Context: an optimization exercise on an open-source flow, tuned for small area, a short achievable clock period and few clock cycles. The choices shown serve that exercise and are no tape-out recipe. In this exercise RTL edits were held to simulation tests only and were not proved equivalent to the original. No activity file was given, so power comes from the tool's default toggle rates.

### config.mk
export PLATFORM = sky130hd
export DESIGN_NAME = pool_accel
export DESIGN_NICKNAME = pool_accel
export VERILOG_FILES = /design/flow/design.v
export SDC_FILE = /design/flow/constraint.sdc
export NUM_CORES = 4
export LEC_CHECK = 0
export CAP_MARGIN = 20
export CORE_MARGIN = 2
export CORE_UTILIZATION = 40
export SLEW_MARGIN = 20
### constraint.sdc
create_clock -name core_clock -period 10.0 [get_ports {clk}]
set_input_delay 2.0000 -clock core_clock [delete_from_list [all_inputs] [get_ports {clk}]]
set_output_delay 2.0000 -clock core_clock [all_outputs]
set_load 0.01 [all_outputs]
### design.v
package pool_pkg;
    typedef logic [31:0] word_t;
    typedef logic [7:0] dim_t;
    typedef logic [1:0] ksize_t;
    typedef enum logic {
        POOL_MAX = 1'b0,   
        POOL_SUM = 1'b1    
    } pool_mode_e;
    typedef enum logic [1:0] {
        OP_CONF = 2'd0,
        OP_DEST = 2'd1,
        OP_RUN  = 2'd2
    } cmd_op_e;
    typedef enum logic [1:0] {
        ST_IDLE,
        ST_RUN,
        ST_DRAIN
    } ctrl_state_e;
    localparam int CONF_KSIZE_LSB  = 0;
    localparam int CONF_STRIDE_LSB = 2;
    localparam int CONF_MODE_BIT   = 4;
    localparam int CONF_WIDTH_LSB  = 8;
    localparam int CONF_HEIGHT_LSB = 16;
endpackage
module pool_cmd_ctrl (
    input  logic       clk,
    input  logic       rst,
    input  logic       cmd_valid_i,
    input  pool_pkg::cmd_op_e    cmd_op_i,
    input  pool_pkg::word_t      cmd_rj_i,
    input  pool_pkg::word_t      cmd_rk_i,
    input  logic       writer_done_i,
    output logic       rsp_valid_o,
    output logic       start_o,
    output pool_pkg::ksize_t     ksize_o,
    output pool_pkg::ksize_t     stride_o,
    output pool_pkg::dim_t       width_o,
    output pool_pkg::dim_t       height_o,
    output pool_pkg::pool_mode_e mode_o,
    output pool_pkg::word_t      src_base_o,
    output pool_pkg::word_t      dst_base_o
);
    pool_pkg::ctrl_state_e state_q;
    logic        cmd_acc;
    logic        conf_acc;
    logic        dest_acc;
    logic        run_acc;
    pool_pkg::ksize_t      ksize_f;
    pool_pkg::ksize_t      stride_f;
    assign cmd_acc  = cmd_valid_i && (state_q == pool_pkg::ST_IDLE);   
    assign conf_acc = cmd_acc && (cmd_op_i == pool_pkg::OP_CONF);
    assign dest_acc = cmd_acc && (cmd_op_i == pool_pkg::OP_DEST);
    assign run_acc  = cmd_acc && (cmd_op_i == pool_pkg::OP_RUN);
    assign ksize_f  = cmd_rk_i[pool_pkg::CONF_KSIZE_LSB +: 2];
    assign stride_f = cmd_rk_i[pool_pkg::CONF_STRIDE_LSB +: 2];
    always_ff @(posedge clk) begin
        if (conf_acc) begin
            ksize_o    <= (ksize_f == 2'd0) ? 2'd1 : ksize_f;
            stride_o   <= (stride_f == 2'd0) ? 2'd1 : stride_f;
            mode_o     <= pool_pkg::pool_mode_e'(cmd_rk_i[pool_pkg::CONF_MODE_BIT]);
            width_o    <= cmd_rk_i[pool_pkg::CONF_WIDTH_LSB +: 8];
            height_o   <= cmd_rk_i[pool_pkg::CONF_HEIGHT_LSB +: 8];
            src_base_o <= cmd_rj_i;
        end
        if (dest_acc) begin
            dst_base_o <= cmd_rj_i;
        end
    end
    always_ff @(posedge clk) begin
        if (rst) begin
            state_q     <= pool_pkg::ST_IDLE;
            rsp_valid_o <= 1'b0;
        end else begin
            rsp_valid_o <= conf_acc || dest_acc || (state_q == pool_pkg::ST_DRAIN && writer_done_i);
            case (state_q)
                pool_pkg::ST_IDLE: begin
                    if (run_acc) begin
                        state_q <= pool_pkg::ST_RUN;
                    end
                end
                pool_pkg::ST_RUN: begin
                    state_q <= pool_pkg::ST_DRAIN;   
                end
                pool_pkg::ST_DRAIN: begin
                    if (writer_done_i) begin
                        state_q <= pool_pkg::ST_IDLE;
                    end
                end
                default: begin
                    state_q <= pool_pkg::ST_IDLE;
                end
            endcase
        end
    end
    assign start_o = (state_q == pool_pkg::ST_RUN);
endmodule
module window_reader (
    input  logic       clk,
    input  logic       rst,
    input  logic       start_i,
    input  pool_pkg::ksize_t     ksize_i,
    input  pool_pkg::ksize_t     stride_i,
    input  pool_pkg::dim_t       width_i,
    input  pool_pkg::dim_t       height_i,
    input  pool_pkg::pool_mode_e mode_i,
    input  pool_pkg::word_t      src_base_i,
    input  logic       fifo_full_i,
    input  logic       rd_ack_i,
    input  pool_pkg::word_t      rd_dat_i,
    output logic       rd_req_o,
    output pool_pkg::word_t      rd_adr_o,
    output logic       push_o,
    output pool_pkg::word_t      push_data_o,
    output logic       done_o
);
    pool_pkg::dim_t       x_q;
    pool_pkg::dim_t       y_q;
    pool_pkg::ksize_t     i_q;
    pool_pkg::ksize_t     j_q;
    logic       busy_q;
    logic       req_q;
    logic       push_q;
    logic       last_q;
    logic       done_q;
    pool_pkg::word_t      acc_q;
    pool_pkg::word_t      acc_nxt;
    logic       win_first;
    logic       i_last;
    logic       j_last;
    logic       fits;
    logic       fit_x;
    logic       fit_y;
    logic [9:0] nx_w;
    logic [9:0] ny_w;
    pool_pkg::word_t      row;
    pool_pkg::word_t      offs;
    assign win_first = (i_q == 2'd0) && (j_q == 2'd0);
    assign i_last    = (i_q == ksize_i - 2'd1);
    assign j_last    = (j_q == ksize_i - 2'd1);
    assign nx_w  = {2'b00, x_q} + 10'(stride_i);
    assign ny_w  = {2'b00, y_q} + 10'(stride_i);
    assign fit_x = (nx_w + 10'(ksize_i)) <= 10'(width_i);
    assign fit_y = (ny_w + 10'(ksize_i)) <= 10'(height_i);
    assign fits  = (10'(ksize_i) <= 10'(width_i)) && (10'(ksize_i) <= 10'(height_i));
    assign row      = pool_pkg::word_t'(y_q) + pool_pkg::word_t'(i_q);
    assign offs     = row * pool_pkg::word_t'(width_i) + pool_pkg::word_t'(x_q) + pool_pkg::word_t'(j_q);
    assign rd_adr_o = src_base_i + (offs << 2);
    always_comb begin
        if (mode_i == pool_pkg::POOL_MAX) begin
            acc_nxt = ($signed(rd_dat_i) > $signed(acc_q)) ? rd_dat_i : acc_q;
        end else begin
            acc_nxt = acc_q + rd_dat_i;
        end
    end
    always_ff @(posedge clk) begin
        if (req_q && rd_ack_i) begin
            acc_q <= win_first ? rd_dat_i : acc_nxt;   
        end
    end
    always_ff @(posedge clk) begin
        if (rst) begin
            busy_q <= 1'b0;
            req_q  <= 1'b0;
            push_q <= 1'b0;
            last_q <= 1'b0;
            done_q <= 1'b0;
            x_q    <= '0;
            y_q    <= '0;
            i_q    <= '0;
            j_q    <= '0;
        end else if (start_i) begin
            busy_q <= fits;
            done_q <= !fits;   
            req_q  <= 1'b0;
            push_q <= 1'b0;
            last_q <= 1'b0;
            x_q    <= '0;
            y_q    <= '0;
            i_q    <= '0;
            j_q    <= '0;
        end else begin
            if (req_q && rd_ack_i) begin
                req_q <= 1'b0;
                if (!j_last) begin
                    j_q <= j_q + 2'd1;
                end else if (!i_last) begin
                    j_q <= '0;
                    i_q <= i_q + 2'd1;
                end else begin
                    j_q    <= '0;
                    i_q    <= '0;
                    push_q <= 1'b1;
                    if (fit_x) begin
                        x_q <= nx_w[7:0];
                    end else begin
                        x_q <= '0;
                        if (fit_y) begin
                            y_q <= ny_w[7:0];
                        end else begin
                            last_q <= 1'b1;
                        end
                    end
                end
            end else if (busy_q && !req_q && !push_q && (!win_first || !fifo_full_i)) begin
                req_q <= 1'b1;
            end
            if (push_q) begin
                push_q <= 1'b0;
                if (last_q) begin
                    busy_q <= 1'b0;
                    done_q <= 1'b1;
                end
            end
        end
    end
    assign rd_req_o    = req_q;
    assign push_o      = push_q;
    assign push_data_o = acc_q;
    assign done_o      = done_q;
endmodule
module result_fifo #(
    parameter int FIFO_DEPTH = 4
) (
    input  logic  clk,
    input  logic  rst,
    input  logic  push_i,
    input  pool_pkg::word_t push_data_i,
    input  logic  pop_i,
    output pool_pkg::word_t head_data_o,
    output logic  full_o,
    output logic  empty_o
);
    localparam int AW = $clog2(FIFO_DEPTH);
    pool_pkg::word_t         mem [FIFO_DEPTH];
    logic [AW-1:0] head_q;
    logic [AW-1:0] tail_q;
    logic          hwrap_q;
    logic          twrap_q;
    logic          do_push;
    logic          do_pop;
    logic          ptr_eq;
    assign ptr_eq  = (head_q == tail_q);
    assign full_o  = ptr_eq && (hwrap_q != twrap_q);
    assign empty_o = ptr_eq && (hwrap_q == twrap_q);
    assign do_push = push_i && !full_o;
    assign do_pop  = pop_i && !empty_o;
    assign head_data_o = mem[head_q];
    always_ff @(posedge clk) begin
        if (do_push) begin
            mem[tail_q] <= push_data_i;
        end
    end
    always_ff @(posedge clk) begin
        if (rst) begin
            head_q  <= '0;
            tail_q  <= '0;
            hwrap_q <= 1'b0;
            twrap_q <= 1'b0;
        end else begin
            if (do_push) begin
                tail_q <= tail_q + 1'b1;
                if (&tail_q) begin
                    twrap_q <= !twrap_q;   
                end
            end
            if (do_pop) begin
                head_q <= head_q + 1'b1;
                if (&head_q) begin
                    hwrap_q <= !hwrap_q;
                end
            end
        end
    end
endmodule
module result_writer (
    input  logic  clk,
    input  logic  rst,
    input  logic  start_i,
    input  pool_pkg::word_t dst_base_i,
    input  logic  empty_i,
    input  pool_pkg::word_t head_data_i,
    input  logic  reader_done_i,
    input  logic  wr_ack_i,
    output logic  wr_req_o,
    output pool_pkg::word_t wr_adr_o,
    output pool_pkg::word_t wr_dat_o,
    output logic  pop_o,
    output logic  done_o
);
    logic  busy_q;
    logic  req_q;
    pool_pkg::word_t adr_q;
    always_ff @(posedge clk) begin
        if (start_i) begin
            adr_q <= dst_base_i;
        end else if (req_q && wr_ack_i) begin
            adr_q <= adr_q + 32'd4;   
        end
    end
    always_ff @(posedge clk) begin
        if (rst) begin
            busy_q <= 1'b0;
            req_q  <= 1'b0;
        end else if (start_i) begin
            busy_q <= 1'b1;
            req_q  <= 1'b0;
        end else begin
            if (req_q && wr_ack_i) begin
                req_q <= 1'b0;
            end else if (busy_q && !req_q && !empty_i) begin
                req_q <= 1'b1;
            end
            if (done_o) begin
                busy_q <= 1'b0;
            end
        end
    end
    assign wr_req_o = req_q;
    assign wr_adr_o = adr_q;
    assign wr_dat_o = head_data_i;   
    assign pop_o    = req_q && wr_ack_i;
    assign done_o   = busy_q && !req_q && empty_i && reader_done_i;
endmodule
module wb_arbiter (
    input  logic  clk,
    input  logic  rst,
    input  logic  rd_req_i,
    input  pool_pkg::word_t rd_adr_i,
    input  logic  wr_req_i,
    input  pool_pkg::word_t wr_adr_i,
    input  pool_pkg::word_t wr_dat_i,
    input  pool_pkg::word_t wb_dat_i,
    input  logic  wb_ack_i,
    output logic  rd_ack_o,
    output pool_pkg::word_t rd_dat_o,
    output logic  wr_ack_o,
    output logic  wb_cyc_o,
    output logic  wb_stb_o,
    output logic  wb_we_o,
    output pool_pkg::word_t wb_adr_o,
    output pool_pkg::word_t wb_dat_o
);
    logic busy_q;
    logic sel_wr_q;
    logic sel_wr;
    logic active;
    assign sel_wr = busy_q ? sel_wr_q : !rd_req_i;
    assign active = busy_q || rd_req_i || wr_req_i;
    always_ff @(posedge clk) begin
        if (rst) begin
            busy_q   <= 1'b0;
            sel_wr_q <= 1'b0;
        end else if (wb_ack_i) begin
            busy_q <= 1'b0;
        end else if (active) begin
            busy_q   <= 1'b1;   
            sel_wr_q <= sel_wr;
        end
    end
    assign wb_cyc_o = active;
    assign wb_stb_o = active;
    assign wb_we_o  = active && sel_wr;
    assign wb_adr_o = sel_wr ? wr_adr_i : rd_adr_i;
    assign wb_dat_o = wr_dat_i;
    assign rd_ack_o = wb_ack_i && !sel_wr;
    assign wr_ack_o = wb_ack_i && sel_wr;
    assign rd_dat_o = wb_dat_i;
endmodule
module pool_accel #(
    parameter int FIFO_DEPTH = 4
) (
    input  logic    clk,
    input  logic    rst,
    input  logic    cmd_valid_i,
    input  logic [1:0]  cmd_op_i,
    input  logic [31:0] cmd_rj_i,
    input  logic [31:0] cmd_rk_i,
    output logic    rsp_valid_o,
    output logic    wb_cyc_o,
    output logic    wb_stb_o,
    output logic    wb_we_o,
    output logic [31:0] wb_adr_o,
    output logic [31:0] wb_dat_o,
    input  logic [31:0] wb_dat_i,
    input  logic    wb_ack_i
);
    logic       start;
    pool_pkg::ksize_t     ksize;
    pool_pkg::ksize_t     stride;
    pool_pkg::dim_t       width;
    pool_pkg::dim_t       height;
    pool_pkg::pool_mode_e mode;
    pool_pkg::word_t      src_base;
    pool_pkg::word_t      dst_base;
    logic       reader_done;
    logic       writer_done;
    logic       rd_req;
    pool_pkg::word_t      rd_adr;
    logic       rd_ack;
    pool_pkg::word_t      rd_dat;
    logic       wr_req;
    pool_pkg::word_t      wr_adr;
    pool_pkg::word_t      wr_dat;
    logic       wr_ack;
    logic       push;
    pool_pkg::word_t      push_data;
    logic       pop;
    pool_pkg::word_t      head_data;
    logic       fifo_full;
    logic       fifo_empty;
    pool_cmd_ctrl u_ctrl (
        .clk           (clk),
        .rst           (rst),
        .cmd_valid_i   (cmd_valid_i),
        .cmd_op_i      (pool_pkg::cmd_op_e'(cmd_op_i)),
        .cmd_rj_i      (cmd_rj_i),
        .cmd_rk_i      (cmd_rk_i),
        .writer_done_i (writer_done),
        .rsp_valid_o   (rsp_valid_o),
        .start_o       (start),
        .ksize_o       (ksize),
        .stride_o      (stride),
        .width_o       (width),
        .height_o      (height),
        .mode_o        (mode),
        .src_base_o    (src_base),
        .dst_base_o    (dst_base)
    );
    window_reader u_reader (
        .clk         (clk),
        .rst         (rst),
        .start_i     (start),
        .ksize_i     (ksize),
        .stride_i    (stride),
        .width_i     (width),
        .height_i    (height),
        .mode_i      (mode),
        .src_base_i  (src_base),
        .fifo_full_i (fifo_full),
        .rd_ack_i    (rd_ack),
        .rd_dat_i    (rd_dat),
        .rd_req_o    (rd_req),
        .rd_adr_o    (rd_adr),
        .push_o      (push),
        .push_data_o (push_data),
        .done_o      (reader_done)
    );
    result_fifo #(
        .FIFO_DEPTH (FIFO_DEPTH)
    ) u_fifo (
        .clk         (clk),
        .rst         (rst),
        .push_i      (push),
        .push_data_i (push_data),
        .pop_i       (pop),
        .head_data_o (head_data),
        .full_o      (fifo_full),
        .empty_o     (fifo_empty)
    );
    result_writer u_writer (
        .clk           (clk),
        .rst           (rst),
        .start_i       (start),
        .dst_base_i    (dst_base),
        .empty_i       (fifo_empty),
        .head_data_i   (head_data),
        .reader_done_i (reader_done),
        .wr_ack_i      (wr_ack),
        .wr_req_o      (wr_req),
        .wr_adr_o      (wr_adr),
        .wr_dat_o      (wr_dat),
        .pop_o         (pop),
        .done_o        (writer_done)
    );
    wb_arbiter u_arb (
        .clk      (clk),
        .rst      (rst),
        .rd_req_i (rd_req),
        .rd_adr_i (rd_adr),
        .wr_req_i (wr_req),
        .wr_adr_i (wr_adr),
        .wr_dat_i (wr_dat),
        .wb_dat_i (wb_dat_i),
        .wb_ack_i (wb_ack_i),
        .rd_ack_o (rd_ack),
        .rd_dat_o (rd_dat),
        .wr_ack_o (wr_ack),
        .wb_cyc_o (wb_cyc_o),
        .wb_stb_o (wb_stb_o),
        .wb_we_o  (wb_we_o),
        .wb_adr_o (wb_adr_o),
        .wb_dat_o (wb_dat_o)
    );
endmodule
### run.sh
#!/bin/bash
# synth_recipe.tcl (not shown) runs the flow's synth.tcl, then flattens the netlist and writes it again
# the make line also repeats each setting of config.mk as NAME=value (left out here)
make -C /OpenROAD-flow-scripts/flow DESIGN_CONFIG=/design/flow/config.mk WORK_HOME=/design/flow/orfs CLKGATE_MAP_FILE= SYNTH_SCRIPT=/design/flow/synth_recipe.tcl finish
==> notes.md <==
==> power groups by stage <==
stage | clock, mW | sequential, mW | combinational (mW)
finish | 1.41 | 1.47 | 0.232
global route | 1.50 | 1.47 | 0.258
CTS | 1.45 | 1.47 | 0.232
detailed placement | 0 | 1.50 | 0.232
global placement | 0 | 1.50 | 0.229
floorplan | 0 | 1.49 | 0.134
==> state kept, by name, summed over array words and instances (netlist names), 8 cells and up, named ones only <==
name,count
u_fifo.mem,128
u_ctrl.dst_base_o,32
u_ctrl.src_base_o,32
u_reader.acc_q,32
u_writer.adr_q,32
u_ctrl.height_o,8
u_ctrl.width_o,8
u_reader.x_q,8
u_reader.y_q,8
==> final cells by class <==
cell class / instances / area [µm²]
flip-flops and latches: 317 / 9120
multi-input cells: 1244 / 10000
repair buffers: 193 / 1820
inverters: 186 / 698
clock buffers: 44 / 1020
well taps: 664 / 831
fillers: 4437 / 25200
clock inverters: 24 / 264
==> metrics by stage <==
stage               power [mW]  setup WS, ns
floorplan                 1.63          1.08
global placement          1.73         0.177
detailed placement        1.73         0.139
CTS                       3.15       -0.0287
global route              3.23       -0.0915
finish                    3.11         0.310
==> synth_stat cells, drive strengths merged (16+ instances only) <==
cell	n
edfxtp	277
inv	186
nand2	172
ha	162
nor2	120
o21ai	117
xnor2	83
a21oi	72
fa	59
xor2	46
clkbuf	44
dfxtp	40
nor3	40
and2	34
mux4	32
nand3	29
a21o	28
and3	21
nand4	19
nor2b	16
==> cell families after synthesis <==
kind of cell / after synthesis / synth area share [%]
muxes: 44 / 4.30
and+or+nand+nor: 512 / 12.3
DFF: 317 / 46.0
adders and majority gates: 222 / 16.2
buffers and inverters: 243 / 4.66
AOI/OAI and AO/OA: 337 / 10.8
xor gates and xnor gates: 129 / 5.70
==> worst max path at each step <==
stage                        end  slack (ns)  depth (start not counted)
floorplan           wb_adr_o[31]        1.08                         28
global placement    wb_adr_o[31]        0.18                         29
detailed placement  wb_adr_o[31]        0.14                         29
CTS                 wb_adr_o[28]       -0.03                         28
global route        wb_adr_o[27]       -0.09                         32
finish              wb_adr_o[30]        0.31                         27
==> per-layer routing <==
layer	share of wire (%)	GRT usage, %	wire (µm)	up-vias
met4	2.2	5.54	1010	0
met5	0	0	0	-
met1	43	22.9	20200	6750
li1	-	-	-	6786
met3	3.1	2.29	1460	60
met2	51	33.3	24000	233
==> worst max-delay path, delay by kind of cell, from the launching register on <==
kind / cells / cell delay, ns
compound gates: 7 / 1.68
simple gates: 5 / 0.97
flops: 1 / 0.36
xor+xnor: 3 / 0.50
buf+inv: 5 / 0.59
fa+ha+maj: 7 / 2.99
==> timing repair <==
item                                    CTS  global route
endpoints found under the setup margin   15            16
setup buffers                             3             8
pin swaps                                 5            13
cloned                                    0             0
resized for setup                        24            49
==> notes.md <==
- Status: no timing/DRC/antenna violations
- CP endpoint kind: output port
- HPWL Detailed: 33.5 mm
- # rows: 81
- Switching Fraction: 22.9%
- Critical Path Most Common Cell: fa_1
- Placer congestion estimate: 0.869
- Peak Freq: 103 MHz
- Port Buffers: 158
- TritonCTS clock tree: done
- RR Endpoint: u_reader.x_q[4]
- Setup Skew: 0.0199 ns
- Post-synth EDFFs: 277
- Starting density of the core: about two fifths
- Seq/Total Area, Yosys: between 40% and 50%
- Initial antenna violation count: 0
- Switching Power: 0.713 mW
- Origin of the critical flop-to-flop path: u_ctrl.stride_o[0]
- Antenna viol nets, final: 0
- Largest net degree at the start of global routing: 72
- Min Tclk post-route: 9.69 ns
- Syn nets: roughly 2.1k
- WP data required: 8.00 ns
- Placed Area: 0.0222 mm²
- Syn-to-layout area delta: 20.0%
- Synth area leader: edfxtp_1
- Min Hold Slack: 0.458 ns
- Number of global-route vias before repair: 14.2k
- Crit Path Class: flip-flop to output port
- Final TNS setup: 0 ns
- Final Util: between 40% and 50%
- Most frequent cells in the layout: edfxtp_1, inv_1, nand2_1
- Pwr dens: 131 mW/mm²
- Final setup violation count: 0
- Setup crit start kind: flip-flop
- Hold_buf cts: 0
- CP Max Fanout: 7
- Placed cell count: 2593
- ANT cells: 0
- Worst path max stage delay: roughly 0.58 ns
- Die height: 227 µm
- Final net count: 2303
- DRC violation total after the first TritonRoute iteration: 779
- DR vias: 13.8k
- Mapped cell area: between 0.015 and 0.02 mm²
- Worst Path Arrival: a little under 8 ns
- #FFs+latches synth: 317
- Leakage: roughly 9.4 nW
- Gate power share: 7.4%
- Hold Fails Final Rpt: 0
- Share of cells above drive strength 1: 9.76%
- Tot GR Track Use: roughly 18%
- Max Transition Viols Final: 0
- Worst-Margin Slew: 1.01 ns
- Die outline width: between 200 and 250 µm
- Mean Syn Cell Area: 11.0 µm²
- First-pass GRT wire length: 74.3 mm
- CTS sink cnt: 317
- Clock group share of total power: 45.3%
- P_int: 2.40 mW
- Top-area cell type share of the netlist area: a little over two fifths
- Worst Hold Class: flip-flop to flip-flop
- Routed WL: 46.7 mm
- Synth Warn #: 5
- Commonest non-fill, non-tap cell in the layout: edfxtp_1
- Syn Inst Count: between 1.5k and 2k
- Worst-path clk slew: 0.06 ns
- IO Count: 170
- Final worst-path cycle share: 96.9%
- Vias/cell: 5.18
- FF-to-FF setup slack: 5.67 ns
- Core footprint: 0.0490 mm²
- Hold depth: 2
- Ys async rst share: 0%
- Distinct cells, synth: 73
- Synth area leaders: edfxtp_1, ha_1, fa_1, dfxtp_1, xnor2_1
- Max VDD drop: between 0.1 and 0.15 mV
- DRT Pass-1 Iters: 5
- Proportion of power drawn by flip-flops and latches: between 40 and 50%
- GR Overflow Total: 0
- Ys flop type: edfxtp_1
- Root Buffer: clkbuf_16
- Worst setup path startpoint: u_reader.i_q[1]
- RSZ-0062 raised after global routing: yes
- Total die area: roughly 0.05 mm²
- Max-Cap Viols: 0
- Worst r2r path cells: 15
- Slew HR: 32.8%
- Hold_sp: u_reader.done_q
- CTS HTree Levels: 2
- Clk Latency, worst-skew pair: 0.55 ns
- DRC errors left: 0
- CTS buffer count: 38
- Clock buffer depth: 3
- Cell area after layout: 0.0238 mm²
- Hold worst-path end: u_reader.done_q
- Routed WL per cell: 17.5 µm
- Slowest CP cell: fa_1
- Final std cells w/o fill: around 2.7k
Testbench counts, summed over its fixed seeds: cycles 329,271.

## separate check: timing with driven ports
Ports are ideal in the flow. The routed layout listed here was re-timed in OpenROAD.
Step 1 assumes that a clkbuf_16 drives the clock port and a buf_2 every other input.
Step 2 moves the port delays by t, midway between the first and last clock arrival at a register: inputs arrive t later, outputs are due t later. That takes back most of the time a late clock gives input paths.
Slacks: ideal ports / drivers / drivers and shift; pairs: ideal ports / drivers.
shift t [ns]: 0.597
setup slack, ns: 0.310 / 0.258 / 0.854
worst setup path after step 2: register to output
worst register clock-pin slew, ns: 0.06 / 0.06
pins driven straight from the clock port: 1
After both steps setup and hold are still met in this run. For this run, drivers alone change the setup slack by -0.052 ns; drivers and shift together by +0.544 ns.
